What follows belongs to an exercise in optimizing a design on an open flow for small area, a short achievable clock period and few clock cycles per item; a production flow would make more cautious choices.
RTL that was checked went through simulation tests only; none was proved equivalent to the original.

==> 03-19 <==
Design mmu_top, start of the top module:
module mmu_top (
    input  wire                        clk,
    input  wire                        rst_n,
    input  wire                        start,
    input  wire [8-1:0]      k_len,
    input  wire                        in_valid,
    input  wire [4*8-1:0] a_vec,
    input  wire [4*8-1:0] b_vec,
    input  wire                        rd_en,
    input  wire [2-1:0]       rd_row,
    output wire                        busy,
    output wire                        done,
    output wire                        rd_valid,
    output wire [4*24-1:0]  rd_data
);
    wire                               step, last, skip;
    wire [4*8-1:0]      a_q, b_q;
    wire                               last_q;
    wire [4*4*23-1:0] sums;
    mmu_sequencer seq_i (
        .clk      (clk),
        .rst_n    (rst_n),
        .start    (start),
        .k_len    (k_len),
        .in_valid (in_valid),
        .step     (step),
        .last     (last),
        .skip     (skip),
        .busy     (busy)
    );
    logic [1+1:0] last_sr;
    always_ff @(posedge clk or negedge rst_n) begin
        if (!rst_n)
            last_sr <= '0;
        else
            last_sr <= (last_sr << 1) | (1+2)'(last_q);
    end
    wire save = last_sr[1];
    assign done = last_sr[1+1];
    logic [1:0] clr_sr;
    always_ff @(posedge clk or negedge rst_n) begin
        if (!rst_n)
            clr_sr <= '0;
        else
            clr_sr <= (clr_sr << 1) | (1+1)'(skip);
    end
    wire clr = clr_sr[1];
    operand_skew in_i (
        .clk     (clk),
        .rst_n   (rst_n),
  ...
make LEC_CHECK=0 ABC_CLOCK_PERIOD_IN_PS=1500 CAP_MARGIN=20 CORE_MARGIN=2 CORE_UTILIZATION=45 CTS_CLUSTER_DIAMETER=100 CTS_CLUSTER_SIZE=30 PLACE_DENSITY=0.6 SETUP_SLACK_MARGIN=3.7 SLEW_MARGIN=20 finish   # period 6.5 ns
run.sh (not shown) runs the stock make flow with config.mk's settings and CLKGATE_MAP_FILE= SYNTH_SCRIPT=/design/flow/synth_recipe.tcl, a recipe that flattens the netlist after the stock synthesis.
==> 02-15: changes against 03-19 <==
--- a/flow/design.v
+++ b/flow/design.v
@@ -99,15 +99,20 @@
         c_q <= r1;
     end
     wire [22:0] x  = {{8{~s_q[15]}}, s_q[14:0]};
     wire [22:0] y  = {7'd0, c_q};
     wire [22:0] hs = acc ^ x ^ y;
     wire [22:0] hc = (acc & x) | (acc & y) | (x & y);
-    wire [22:0] nx = hs + {hc[21:0], 1'b0};
+    localparam int L = 7;
+    logic            cp;
+    wire  [L:0]      lo = {1'b0, hs[L-1:0]} + {1'b0, hc[L-2:0], 1'b0};
+    wire  [23-L:0]   hx = {hs[22:L], cp} + {hc[21:L-1], cp};    
+    wire  [22-L:0]   hi = hx[23-L:1];
     always_ff @(posedge clk) begin
-        acc <= clr ? 23'd0 : nx;
+        acc <= clr ? 23'd0 : {hi, lo[L-1:0]};
+        cp  <= clr ? 1'b0  : lo[L];
     end
 endmodule
 `default_nettype wire
 `timescale 1ns/10ps
 `default_nettype none
 module systolic_grid (
@@ -267,21 +272,22 @@
         .in_valid (in_valid),
         .step     (step),
         .last     (last),
         .skip     (skip),
         .busy     (busy)
     );
-    logic [1+1:0] last_sr;
+    localparam int SV = 1 + 1;     
+    logic [SV+1:0] last_sr;
     always_ff @(posedge clk or negedge rst_n) begin
         if (!rst_n)
             last_sr <= '0;
         else
-            last_sr <= (last_sr << 1) | (1+2)'(last_q);
+            last_sr <= (last_sr << 1) | (SV+2)'(last_q);
     end
-    wire save = last_sr[1];
-    assign done = last_sr[1+1];
+    wire save = last_sr[SV];
+    assign done = last_sr[SV+1];
     logic [1:0] clr_sr;
     always_ff @(posedge clk or negedge rst_n) begin
         if (!rst_n)
             clr_sr <= '0;
         else
             clr_sr <= (clr_sr << 1) | (1+1)'(skip);
Settings changed: ABC_CLOCK_PERIOD_IN_PS 1500 to not set, CAP_MARGIN 20 to 5, CTS_CLUSTER_DIAMETER 100 to 80, CTS_CLUSTER_SIZE 30 to 20, SETUP_SLACK_MARGIN 3.7 to 3.5, SLEW_MARGIN 20 to 5, TNS_END_PERCENT set to 10.
==> results.yml <==
run_status:
  outcome: "no timing/DRC/antenna violations"
synthesis:
  synthesis.instances: 6931
  synth.mux.area_fraction: 0.0281
layout:
  fill_cells: 14500
grt:
  first_global_vias: 53700
  gr-usage-all-layers: 0.246
timing:
  setup_ws_ns: 3.26
worst_hold_path:
  hold_end: "last_sr[1]$_DFF_PN0_"
(the above is from 03-19)
==> results.yml <==
layout:
  fill_cells: 15400
worst_hold_path:
  hold_end: "clr_sr[1]$_DFF_PN0_"
grt:
  first_global_vias: 50900
timing:
  setup_ws_ns: 3.48
synthesis:
  synth.mux.area_fraction: 0.0290
run_status:
  outcome: "no timing/DRC/antenna violations"
(the above is from 02-15)
No run of this note included a check of the RTL's function; only the layout flow was run.

* * *

==> inputs of job 9381 <==
mmu_top, a different RTL version from the one above (not shown whole).
export LEC_CHECK = 0
export ABC_CLOCK_PERIOD_IN_PS = 1500
export CAP_MARGIN = 20
export CORE_MARGIN = 2
export CORE_UTILIZATION = 45
export CTS_CLUSTER_DIAMETER = 100
export CTS_CLUSTER_SIZE = 30
export PLACE_DENSITY = 0.6
export SETUP_SLACK_MARGIN = 3.7
export SLEW_MARGIN = 20
create_clock -name core_clock -period 6.5 [get_ports {clk}]
==> job 2797: changes against job 9381 <==
--- a/flow/design.v
+++ b/flow/design.v
@@ -100,17 +100,18 @@
     end
     wire [22:0] x  = {{8{~s_q[15]}}, s_q[14:0]};
     wire [22:0] y  = {7'd0, c_q};
     wire [22:0] hs = acc ^ x ^ y;
     wire [22:0] hc = (acc & x) | (acc & y) | (x & y);
     localparam int L = 7;
     logic            cp;
     wire  [L:0]      lo = {1'b0, hs[L-1:0]} + {1'b0, hc[L-2:0], 1'b0};
-    wire  [22-L:0]   hi = hs[22:L] + hc[21:L-1] + {{(22-L){1'b0}}, cp};
+    wire  [23-L:0]   hx = {hs[22:L], cp} + {hc[21:L-1], cp};    
+    wire  [22-L:0]   hi = hx[23-L:1];
     always_ff @(posedge clk) begin
         acc <= clr ? 23'd0 : {hi, lo[L-1:0]};
         cp  <= clr ? 1'b0  : lo[L];
     end
 endmodule
 `default_nettype wire
 `timescale 1ns/10ps
 `default_nettype none
==> flow/config.mk (replaced) <==
export PLATFORM = sky130hd
export DESIGN_NAME = mmu_top
export DESIGN_NICKNAME = mmu_top
export VERILOG_FILES = /design/flow/design.v
export SDC_FILE = /design/flow/constraint.sdc
export NUM_CORES = 4
export LEC_CHECK = 0
export ABC_CLOCK_PERIOD_IN_PS = 1500
export CAP_MARGIN = 20
export CORE_MARGIN = 2
export CORE_UTILIZATION = 45
export CTS_CLUSTER_DIAMETER = 80
export CTS_CLUSTER_SIZE = 20
export PLACE_DENSITY = 0.6
export SETUP_SLACK_MARGIN = 3.5
export SLEW_MARGIN = 20
==> job 3583: changes against job 9381 <==
--- a/flow/design.v
+++ b/flow/design.v
@@ -97,23 +97,19 @@
     always_ff @(posedge clk) begin
         s_q <= r0;
         c_q <= r1;
     end
     wire [22:0] x  = {{8{~s_q[15]}}, s_q[14:0]};
     wire [22:0] y  = {7'd0, c_q};
     wire [22:0] hs = acc ^ x ^ y;
     wire [22:0] hc = (acc & x) | (acc & y) | (x & y);
-    localparam int L = 7;
-    logic            cp;
-    wire  [L:0]      lo = {1'b0, hs[L-1:0]} + {1'b0, hc[L-2:0], 1'b0};
-    wire  [22-L:0]   hi = hs[22:L] + hc[21:L-1] + {{(22-L){1'b0}}, cp};
+    wire [22:0] nx = hs + {hc[21:0], 1'b0};
     always_ff @(posedge clk) begin
-        acc <= clr ? 23'd0 : {hi, lo[L-1:0]};
-        cp  <= clr ? 1'b0  : lo[L];
+        acc <= clr ? 23'd0 : nx;
     end
 endmodule
 `default_nettype wire
 `timescale 1ns/10ps
 `default_nettype none
 module systolic_grid (
     input  wire                                 clk,
     input  wire                                 clr,
@@ -269,26 +265,25 @@
         .start    (start),
         .k_len    (k_len),
         .in_valid (in_valid),
         .step     (step),
         .last     (last),
         .skip     (skip),
         .busy     (busy)
     );
-    localparam int SV = 1 + 1;     
-    logic [SV+1:0] last_sr;
+    logic [1+1:0] last_sr;
     always_ff @(posedge clk or negedge rst_n) begin
         if (!rst_n)
             last_sr <= '0;
         else
-            last_sr <= (last_sr << 1) | (SV+2)'(last_q);
+            last_sr <= (last_sr << 1) | (1+2)'(last_q);
     end
-    wire save = last_sr[SV];
-    assign done = last_sr[SV+1];
+    wire save = last_sr[1];
+    assign done = last_sr[1+1];
     logic [1:0] clr_sr;
     always_ff @(posedge clk or negedge rst_n) begin
         if (!rst_n)
             clr_sr <= '0;
         else
             clr_sr <= (clr_sr << 1) | (1+1)'(skip);
     end
     wire clr = clr_sr[1];
==> flow/config.mk (replaced) <==
export PLATFORM = sky130hd
export DESIGN_NAME = mmu_top
export DESIGN_NICKNAME = mmu_top
export VERILOG_FILES = /design/flow/design.v
export SDC_FILE = /design/flow/constraint.sdc
export NUM_CORES = 4
export LEC_CHECK = 0
export ABC_CLOCK_PERIOD_IN_PS = 2500
export CAP_MARGIN = 20
export CORE_MARGIN = 2
export CORE_UTILIZATION = 45
export PLACE_DENSITY = 0.6
export SETUP_SLACK_MARGIN = 3.5
export SLEW_MARGIN = 20
==> flow_metrics.tcl <==
set metrics [dict create \
    areaGrowthSynthToFinish_pct 18.1 \
    path_clk_slew_ns 0.06 \
    wl_met1_um 86000 \
    post-route-period-util_pct 49.4 \
    cp_num_cells 13 \
    num-nonclk-buffers 459 \
    taps 2310 \
    max_stage_delay_ns 0.48 \
    rr_endpoint "grid_i.g_row[0].g_col[3].pe_i.acc[21]" \
    multiInputGateArea_um2 44500 \
    status "no timing/DRC/antenna violations" \
    avgSynthCellArea_um2 11.2 \
    hold-worst-slack_ns 0.341 \
    synth_nets 8276 \
    placed_area_um2 81800 \
    finish.instance_area_um2 91600 \
]
The numbers above come from job 3583.

==> flow_metrics.tcl <==
set metrics [dict create \
    status "no timing/DRC/antenna violations" \
    multiInputGateArea_um2 42300 \
    taps 2310 \
    hold-worst-slack_ns 0.350 \
    avgSynthCellArea_um2 11.2 \
    cp_num_cells 9 \
    placed_area_um2 82100 \
    areaGrowthSynthToFinish_pct 11.7 \
    finish.instance_area_um2 87000 \
]
The numbers above come from job 2797.

==> flow_metrics.tcl <==
set metrics [dict create \
    max_stage_delay_ns 0.56 \
    hold-worst-slack_ns 0.361 \
    num-nonclk-buffers 482 \
    status "no timing/DRC/antenna violations" \
    synth_nets 8117 \
    areaGrowthSynthToFinish_pct 14.9 \
    placed_area_um2 81100 \
    wl_met1_um 87500 \
    post-route-period-util_pct 48.0 \
    finish.instance_area_um2 88300 \
    path_clk_slew_ns 0.12 \
    multiInputGateArea_um2 42900 \
]
The numbers above come from job 9381.

Testbench counts of job 9381, summed over its fixed seeds: cycles 5,195, jobs 320.
Function not checked in job 2797 and job 3583: the RTL went through the layout flow alone.

* * *

==> 02-17 <==
mmu_top with an RTL version that a note above also has.
Design mmu_top, start of the top module:
module mmu_top (
    input  wire                        clk,
    input  wire                        rst_n,
    input  wire                        start,
    input  wire [8-1:0]      k_len,
    input  wire                        in_valid,
    input  wire [4*8-1:0] a_vec,
    input  wire [4*8-1:0] b_vec,
    input  wire                        rd_en,
    input  wire [2-1:0]       rd_row,
    output wire                        busy,
    output wire                        done,
    output wire                        rd_valid,
    output wire [4*24-1:0]  rd_data
);
make LEC_CHECK=0 CAP_MARGIN=20 CORE_MARGIN=2 CORE_UTILIZATION=45 CTS_CLUSTER_DIAMETER=80 CTS_CLUSTER_SIZE=20 PLACE_DENSITY=0.6 SETUP_SLACK_MARGIN=3.5 SLEW_MARGIN=20 TNS_END_PERCENT=10 finish   # period 6.5 ns
==> 10-21: changes against 02-17 <==
- ABC_CLOCK_PERIOD_IN_PS: not set -> 1500
- SETUP_SLACK_MARGIN: 3.5 -> 3.9
- TNS_END_PERCENT: 10 -> not set
==> report_table.html <==
<table>
<tr><th>Metric</th><th>Value</th></tr>
<tr><th colspan="2">Final layout</th></tr>
<tr><td>Area growth from synthesis to layout</td><td>10.8%</td></tr>
<tr><td>Non-Clock Buffer Count</td><td>298</td></tr>
<tr><td>Area of combinational cells with multiple inputs</td><td>42,200 µm²</td></tr>
<tr><td>Fraction of area in multi-input gates</td><td>0.489</td></tr>
<tr><th colspan="2">GRT</th></tr>
<tr><td>Pin count of the biggest net entering global routing</td><td>151</td></tr>
<tr><td>GRT met2 Usage</td><td>0.359</td></tr>
<tr><td>GRT Resource Usage Total</td><td>0.215</td></tr>
<tr><th colspan="2">Route</th></tr>
<tr><td>Via-per-instance ratio</td><td>5.15</td></tr>
<tr><th colspan="2">Status</th></tr>
<tr><td>Status</td><td>no timing/DRC/antenna violations</td></tr>
<tr><th colspan="2">Clock tree</th></tr>
<tr><td>Number of buffers added by the clock tree synthesis step</td><td>98</td></tr>
</table>
# the run above: 02-17

==> report_table.html <==
<table>
<tr><th>Metric</th><th>Value</th></tr>
<tr><th colspan="2">Final layout</th></tr>
<tr><td>Non-Clock Buffer Count</td><td>600</td></tr>
<tr><td>Area of combinational cells with multiple inputs</td><td>approximately 45,000 µm²</td></tr>
<tr><td>Area growth from synthesis to layout</td><td>19.3%</td></tr>
<tr><td>Fraction of area in multi-input gates</td><td>0.484</td></tr>
<tr><th colspan="2">Route</th></tr>
<tr><td>Via-per-instance ratio</td><td>5.28</td></tr>
<tr><th colspan="2">GRT</th></tr>
<tr><td>GRT met2 Usage</td><td>0.415</td></tr>
<tr><td>Pin count of the biggest net entering global routing</td><td>134</td></tr>
<tr><td>First-pass GRT wire length</td><td>approximately 320 mm</td></tr>
<tr><th colspan="2">Clock tree</th></tr>
<tr><td>Number of buffers added by the clock tree synthesis step</td><td>a little over 90</td></tr>
<tr><th colspan="2">Status</th></tr>
<tr><td>Status</td><td>no timing/DRC/antenna violations</td></tr>
</table>
# the run above: 10-21

Function was not checked in any run of this note: the RTL went through the layout flow alone.

* * *

==> 11-02: inputs <==
Another version of the RTL of mmu_top (not shown whole).
==> flow/design.v (excerpt) <==
module mmu_top (
    input  wire                        clk,
    input  wire                        rst_n,
    input  wire                        start,
    input  wire [8-1:0]      k_len,
    input  wire                        in_valid,
    input  wire [4*8-1:0] a_vec,
    input  wire [4*8-1:0] b_vec,
    input  wire                        rd_en,
    input  wire [2-1:0]       rd_row,
    output wire                        busy,
    output wire                        done,
    output wire                        rd_valid,
    output wire [4*24-1:0]  rd_data
);
clock: 6.5 ns
lec_check: 0
cap_margin: 20
core_margin: 2
core_utilization: 55
cts_cluster_diameter: 80
cts_cluster_size: 20
place_density: 0.7
setup_slack_margin: 3.9
slew_margin: 20
==> inputs of 04-03, as changes to 11-02 <==
==> flow/config.mk (replaced) <==
export PLATFORM = sky130hd
export DESIGN_NAME = mmu_top
export DESIGN_NICKNAME = mmu_top
export VERILOG_FILES = /design/flow/design.v
export SDC_FILE = /design/flow/constraint.sdc
export NUM_CORES = 4
export LEC_CHECK = 0
export CAP_MARGIN = 20
export CORE_MARGIN = 2
export CORE_UTILIZATION = 62
export CTS_CLUSTER_DIAMETER = 80
export CTS_CLUSTER_SIZE = 20
export PLACE_DENSITY = 0.75
export SETUP_SLACK_MARGIN = 3.9
export SLEW_MARGIN = 20
==> inputs of 07-12, as changes to 11-02 <==
==> flow/config.mk (replaced) <==
export PLATFORM = sky130hd
export DESIGN_NAME = mmu_top
export DESIGN_NICKNAME = mmu_top
export VERILOG_FILES = /design/flow/design.v
export SDC_FILE = /design/flow/constraint.sdc
export NUM_CORES = 4
export LEC_CHECK = 0
export ABC_CLOCK_PERIOD_IN_PS = 1500
export CAP_MARGIN = 20
export CORE_MARGIN = 2
export CORE_UTILIZATION = 45
export CTS_CLUSTER_DIAMETER = 80
export CTS_CLUSTER_SIZE = 20
export PLACE_DENSITY = 0.6
export SETUP_SLACK_MARGIN = 3.9
export SLEW_MARGIN = 20
==> inputs of 07-14, as changes to 11-02 <==
--- a/flow/design.v
+++ b/flow/design.v
@@ -1,53 +1,54 @@
 `timescale 1ns/10ps
 `default_nettype none
 module pe_cell (
     input  wire                             clk,
     input  wire                             clr,       
+    input  wire                             v,         
     input  wire        [12-1:0]    a_in,
     input  wire        [8-1:0]    b_in,
     output logic       [23-1:0]     acc
 );
     wire [8:0] bx = {b_in[7], b_in};
     wire t0 = ((a_in[0] & bx[0]) | (a_in[1] & 1'b0)) ^ a_in[2];
     wire t1 = ((a_in[0] & bx[1]) | (a_in[1] & bx[0])) ^ a_in[2];
     wire t2 = ((a_in[0] & bx[2]) | (a_in[1] & bx[1])) ^ a_in[2];
     wire t3 = ((a_in[0] & bx[3]) | (a_in[1] & bx[2])) ^ a_in[2];
     wire t4 = ((a_in[0] & bx[4]) | (a_in[1] & bx[3])) ^ a_in[2];
     wire t5 = ((a_in[0] & bx[5]) | (a_in[1] & bx[4])) ^ a_in[2];
     wire t6 = ((a_in[0] & bx[6]) | (a_in[1] & bx[5])) ^ a_in[2];
     wire t7 = ((a_in[0] & bx[7]) | (a_in[1] & bx[6])) ^ a_in[2];
-    wire t8 = ~(((a_in[0] & bx[8]) | (a_in[1] & bx[7])) ^ a_in[2]);
+    wire t8 = ~(((a_in[0] & bx[8]) | (a_in[1] & bx[7])) ^ a_in[2]) & v;
     wire t9 = ((a_in[3] & bx[0]) | (a_in[4] & 1'b0)) ^ a_in[5];
     wire t10 = ((a_in[3] & bx[1]) | (a_in[4] & bx[0])) ^ a_in[5];
     wire t11 = ((a_in[3] & bx[2]) | (a_in[4] & bx[1])) ^ a_in[5];
     wire t12 = ((a_in[3] & bx[3]) | (a_in[4] & bx[2])) ^ a_in[5];
     wire t13 = ((a_in[3] & bx[4]) | (a_in[4] & bx[3])) ^ a_in[5];
     wire t14 = ((a_in[3] & bx[5]) | (a_in[4] & bx[4])) ^ a_in[5];
     wire t15 = ((a_in[3] & bx[6]) | (a_in[4] & bx[5])) ^ a_in[5];
     wire t16 = ((a_in[3] & bx[7]) | (a_in[4] & bx[6])) ^ a_in[5];
-    wire t17 = ~(((a_in[3] & bx[8]) | (a_in[4] & bx[7])) ^ a_in[5]);
+    wire t17 = ~(((a_in[3] & bx[8]) | (a_in[4] & bx[7])) ^ a_in[5]) & v;
     wire t18 = ((a_in[6] & bx[0]) | (a_in[7] & 1'b0)) ^ a_in[8];
     wire t19 = ((a_in[6] & bx[1]) | (a_in[7] & bx[0])) ^ a_in[8];
     wire t20 = ((a_in[6] & bx[2]) | (a_in[7] & bx[1])) ^ a_in[8];
     wire t21 = ((a_in[6] & bx[3]) | (a_in[7] & bx[2])) ^ a_in[8];
     wire t22 = ((a_in[6] & bx[4]) | (a_in[7] & bx[3])) ^ a_in[8];
     wire t23 = ((a_in[6] & bx[5]) | (a_in[7] & bx[4])) ^ a_in[8];
     wire t24 = ((a_in[6] & bx[6]) | (a_in[7] & bx[5])) ^ a_in[8];
     wire t25 = ((a_in[6] & bx[7]) | (a_in[7] & bx[6])) ^ a_in[8];
-    wire t26 = ~(((a_in[6] & bx[8]) | (a_in[7] & bx[7])) ^ a_in[8]);
+    wire t26 = ~(((a_in[6] & bx[8]) | (a_in[7] & bx[7])) ^ a_in[8]) & v;
     wire t27 = ((a_in[9] & bx[0]) | (a_in[10] & 1'b0)) ^ a_in[11];
     wire t28 = ((a_in[9] & bx[1]) | (a_in[10] & bx[0])) ^ a_in[11];
     wire t29 = ((a_in[9] & bx[2]) | (a_in[10] & bx[1])) ^ a_in[11];
     wire t30 = ((a_in[9] & bx[3]) | (a_in[10] & bx[2])) ^ a_in[11];
     wire t31 = ((a_in[9] & bx[4]) | (a_in[10] & bx[3])) ^ a_in[11];
     wire t32 = ((a_in[9] & bx[5]) | (a_in[10] & bx[4])) ^ a_in[11];
     wire t33 = ((a_in[9] & bx[6]) | (a_in[10] & bx[5])) ^ a_in[11];
     wire t34 = ((a_in[9] & bx[7]) | (a_in[10] & bx[6])) ^ a_in[11];
-    wire t35 = ~(((a_in[9] & bx[8]) | (a_in[10] & bx[7])) ^ a_in[11]);
+    wire t35 = ~(((a_in[9] & bx[8]) | (a_in[10] & bx[7])) ^ a_in[11]) & v;
     wire t36 = t6 ^ t13;
     wire t37 = t6 & t13;
     wire t38 = t7 ^ t14;
     wire t39 = t7 & t14;
     wire t40 = t8 ^ t15 ^ t22;
     wire t41 = (t8 & t15) | (t8 & t22) | (t15 & t22);
     wire t42 = t16 ^ t23;
@@ -76,38 +77,40 @@
     wire t65 = (t44 & t18) | (t44 & a_in[8]) | (t18 & a_in[8]);
     wire t66 = t45 ^ t46 ^ t19;
     wire t67 = (t45 & t46) | (t45 & t19) | (t46 & t19);
     wire t68 = t47 ^ t48 ^ a_in[11];
     wire t69 = (t47 & t48) | (t47 & a_in[11]) | (t48 & a_in[11]);
     wire t70 = t49 ^ t50 ^ t28;
     wire t71 = (t49 & t50) | (t49 & t28) | (t50 & t28);
-    wire t72 = t51 ^ t52 ^ 1'b1;
-    wire t73 = (t51 & t52) | (t51 & 1'b1) | (t52 & 1'b1);
-    wire t74 = t53 ^ t54 ^ 1'b1;
-    wire t75 = (t53 & t54) | (t53 & 1'b1) | (t54 & 1'b1);
+    wire t72 = t51 ^ t52 ^ v;
+    wire t73 = (t51 & t52) | (t51 & v) | (t52 & v);
+    wire t74 = t53 ^ t54 ^ v;
+    wire t75 = (t53 & t54) | (t53 & v) | (t54 & v);
     wire t76 = t55 ^ t56 ^ t31;
     wire t77 = (t55 & t56) | (t55 & t31) | (t56 & t31);
-    wire t78 = t57 ^ t58 ^ 1'b1;
-    wire t79 = (t57 & t58) | (t57 & 1'b1) | (t58 & 1'b1);
+    wire t78 = t57 ^ t58 ^ v;
+    wire t79 = (t57 & t58) | (t57 & v) | (t58 & v);
     wire t80 = t59 ^ t26 ^ t33;
     wire t81 = (t59 & t26) | (t59 & t33) | (t26 & t33);
-    wire t82 = t34 ^ 1'b1;
-    wire t83 = t34 & 1'b1;
+    wire t82 = t34 ^ v;
+    wire t83 = t34 & v;
     wire [15:0] r0 = {1'b0, t83, t81, t79, t77, t75, t73, t71, t69, t67, t65, t63, t61, t60, t1, t0};
     wire [15:0] r1 = {1'b0, t35, t82, t80, t78, t76, t74, t72, t70, t68, t66, t64, t62, a_in[5], 1'b0, a_in[2]};
     logic [15:0] s_q, c_q;
+    logic        v_q;
     always_ff @(posedge clk) begin
         s_q <= r0;
         c_q <= r1;
+        v_q <= v;
     end
-    wire [22:0] x  = {{8{~s_q[15]}}, s_q[14:0]};
+    wire [22:0] x  = {{8{v_q & ~s_q[15]}}, s_q[14:0]};
     wire [22:0] y  = {7'd0, c_q};
     wire [22:0] hs = acc ^ x ^ y;
     wire [22:0] hc = (acc & x) | (acc & y) | (x & y);
-    localparam int L = 7;
+    localparam int L = 12;
     logic            cp;
     wire  [L:0]      lo = {1'b0, hs[L-1:0]} + {1'b0, hc[L-2:0], 1'b0};
     wire  [23-L:0]   hx = {hs[22:L], cp} + {hc[21:L-1], cp};    
     wire  [22-L:0]   hi = hx[23-L:1];
     always_ff @(posedge clk) begin
         acc <= clr ? 23'd0 : {hi, lo[L-1:0]};
         cp  <= clr ? 1'b0  : lo[L];
@@ -115,27 +118,29 @@
 endmodule
 `default_nettype wire
 `timescale 1ns/10ps
 `default_nettype none
 module systolic_grid (
     input  wire                                 clk,
     input  wire                                 clr,
+    input  wire                                 v,         
     input  wire [4*12-1:0]       a_q,
     input  wire [4*8-1:0]        b_q,
     output wire [4*4*23-1:0]  sums       
 );
     localparam int N = 4;
     localparam int W = 8;
     localparam int E = 12;
     localparam int S = 23;
     for (genvar i = 0; i < N; i++) begin : g_row
         for (genvar j = 0; j < N; j++) begin : g_col
             pe_cell pe_i (
                 .clk  (clk),
                 .clr  (clr),
+                .v    (v),
                 .a_in (a_q[i*E +: E]),
                 .b_in (b_q[j*W +: W]),
                 .acc  (sums[(i*N+j)*S +: S])
             );
         end
     end
 endmodule
@@ -147,14 +152,15 @@
     input  wire                            rst_n,
     input  wire                            step,
     input  wire                            last,
     input  wire [4*8-1:0]   a_vec,
     input  wire [4*8-1:0]   b_vec,
     output logic [4*12-1:0] a_q,
     output logic [4*8-1:0]  b_q,
+    output logic                           step_q,
     output logic                           last_q
 );
     localparam int W = 8;
     localparam int E = 12;
     logic [4*E-1:0] a_enc;
     always_comb begin
         for (int i = 0; i < 4; i++) begin
@@ -171,16 +177,18 @@
     end
     always_ff @(posedge clk) begin
         a_q <= a_enc;
         b_q <= b_vec;
     end
     always_ff @(posedge clk or negedge rst_n) begin
         if (!rst_n) begin
+            step_q  <= 1'b0;
             last_q  <= 1'b0;
         end else begin
+            step_q  <= step;
             last_q  <= step && last;
         end
     end
 endmodule
 `default_nettype wire
 `timescale 1ns/10ps
 `default_nettype none
@@ -277,15 +285,15 @@
     output wire                        done,
     output wire                        rd_valid,
     output wire [4*24-1:0]  rd_data
 );
     wire                               step, last, skip;
     wire [4*12-1:0]     a_q;
     wire [4*8-1:0]      b_q;
-    wire                               last_q;
+    wire                               step_q, last_q;
     wire [4*4*23-1:0] sums;
     mmu_sequencer seq_i (
         .clk      (clk),
         .rst_n    (rst_n),
         .start    (start),
         .k_len    (k_len),
         .in_valid (in_valid),
@@ -317,19 +325,21 @@
         .rst_n   (rst_n),
         .step    (step),
         .last    (last),
         .a_vec   (a_vec),
         .b_vec   (b_vec),
         .a_q     (a_q),
         .b_q     (b_q),
+        .step_q  (step_q),
         .last_q  (last_q)
     );
     systolic_grid grid_i (
         .clk  (clk),
         .clr  (clr),
+        .v    (step_q),
         .a_q  (a_q),
         .b_q  (b_q),
         .sums (sums)
     );
     result_buffer rbuf_i (
         .clk      (clk),
         .rst_n    (rst_n),
==> flow/config.mk (replaced) <==
export PLATFORM = sky130hd
export DESIGN_NAME = mmu_top
export DESIGN_NICKNAME = mmu_top
export VERILOG_FILES = /design/flow/design.v
export SDC_FILE = /design/flow/constraint.sdc
export NUM_CORES = 4
export LEC_CHECK = 0
export CAP_MARGIN = 20
export CORE_MARGIN = 2
export CORE_UTILIZATION = 45
export CTS_CLUSTER_DIAMETER = 80
export CTS_CLUSTER_SIZE = 20
export PLACE_DENSITY = 0.6
export SETUP_SLACK_MARGIN = 4.0
export SLEW_MARGIN = 20
export TNS_END_PERCENT = 10
==> summary of the runs <==
Register-to-register slack is about the same in 11-02 and 07-12. In 07-14 the critical path depth is higher than in 04-03, by 2. Non-clock buffer count: 07-12 is higher than 11-02 (27). Against 04-03, the final cell count of 07-12 is higher by about 7.5%. Die area: 04-03 < 11-02 < 07-12 < 07-14.
==> figures <==
metric	04-03	07-14	11-02	07-12
Number of library cell types mapped by synthesis	84	71	84	84
Max_slew headroom	28.7%	23.2%	22.9%	28.5%
Starting DRC count in detailed routing	4229	4790	3964	3565
Most common cell type on the critical path	sky130_fd_sc_hd__fa_2	sky130_fd_sc_hd__fa_2	-	sky130_fd_sc_hd__fa_2
Number of nets in the finished design	7948	8421	7966	7999
Source-to-sink clock delay at the later pin of the worst-skew pair	0.69 ns	0.77 ns	0.72 ns	0.73 ns
Status	no timing/DRC/antenna violations	no timing/DRC/antenna violations	no timing/DRC/antenna violations	no timing/DRC/antenna violations
Met1 track demand over resource in global routing	40.0%	35.9%	37.2%	32.1%
Number of well taps	1612	2218	1781	2189
DRT Wirelength	189 mm	245 mm	191 mm	201 mm
Worst Reg-to-Reg Cells	10	12	10	10
Number of synthesized register bits	1383	1385	1383	1383
Largest fanout on the critical path	3	4	3	3
Post-placement setup slack	2.98 ns	2.86 ns	3.07 ns	2.95 ns
Testbench counts of 11-02, summed over its fixed seeds: cycles 5,195, jobs 320.
Testbench counts of 04-03, summed over its fixed seeds: cycles 5,195, jobs 320.
Testbench counts of 07-12, summed over its fixed seeds: cycles 5,195, jobs 320.
The RTL of 07-14 was laid out without a check of its function.

[static timing again, ports no longer ideal]
The results above use ideal ports. As a check the final layouts listed here were re-extracted and re-timed, cells and wires unchanged.
Step 1 sets driving cells, clkbuf_16 on the clock port and buf_2 on the other inputs (assumed; they add their load-dependent delay and slew).
Step 2, shift: input delay + t, output delay - t, t = (earliest + latest rising clock arrival at the registers) / 2. This alone moves slack from input paths to output paths.
a / b / c = ideal ports / drivers / drivers and shift; a / b = the first two.
run | t (ns) | setup slack, ns | worst setup path at the end
03-19 | 0.816 | 3.262 / 3.262 / 3.149 | input to register
02-15 | 0.806 | 3.476 / 3.399 / 3.202 | input to register
job 9381 | 0.800 | 3.380 / 3.380 / 2.978 | input to register
job 2797 | 0.813 | 3.491 / 3.482 / 3.197 | input to register
job 3583 | 0.885 | 3.292 / 3.292 / 3.206 | input to register
02-17 | 0.805 | 3.476 / 3.399 / 3.202 | input to register
10-21 | 0.800 | 3.573 / 3.573 / 3.214 | input to register
11-02 | 0.790 | 3.709 / 3.709 / 3.302 | input to register
04-03 | 0.760 | 3.702 / 3.702 / 3.269 | input to register
07-12 | 0.792 | 3.700 / 3.700 / 3.302 | input to register
07-14 | 0.845 | 3.736 / 3.671 / 3.038 | input to register
After both steps every run listed still meets setup and hold. For 07-14, which loses most, drivers alone change the setup slack by -0.065 ns; drivers and shift together by -0.698 ns.
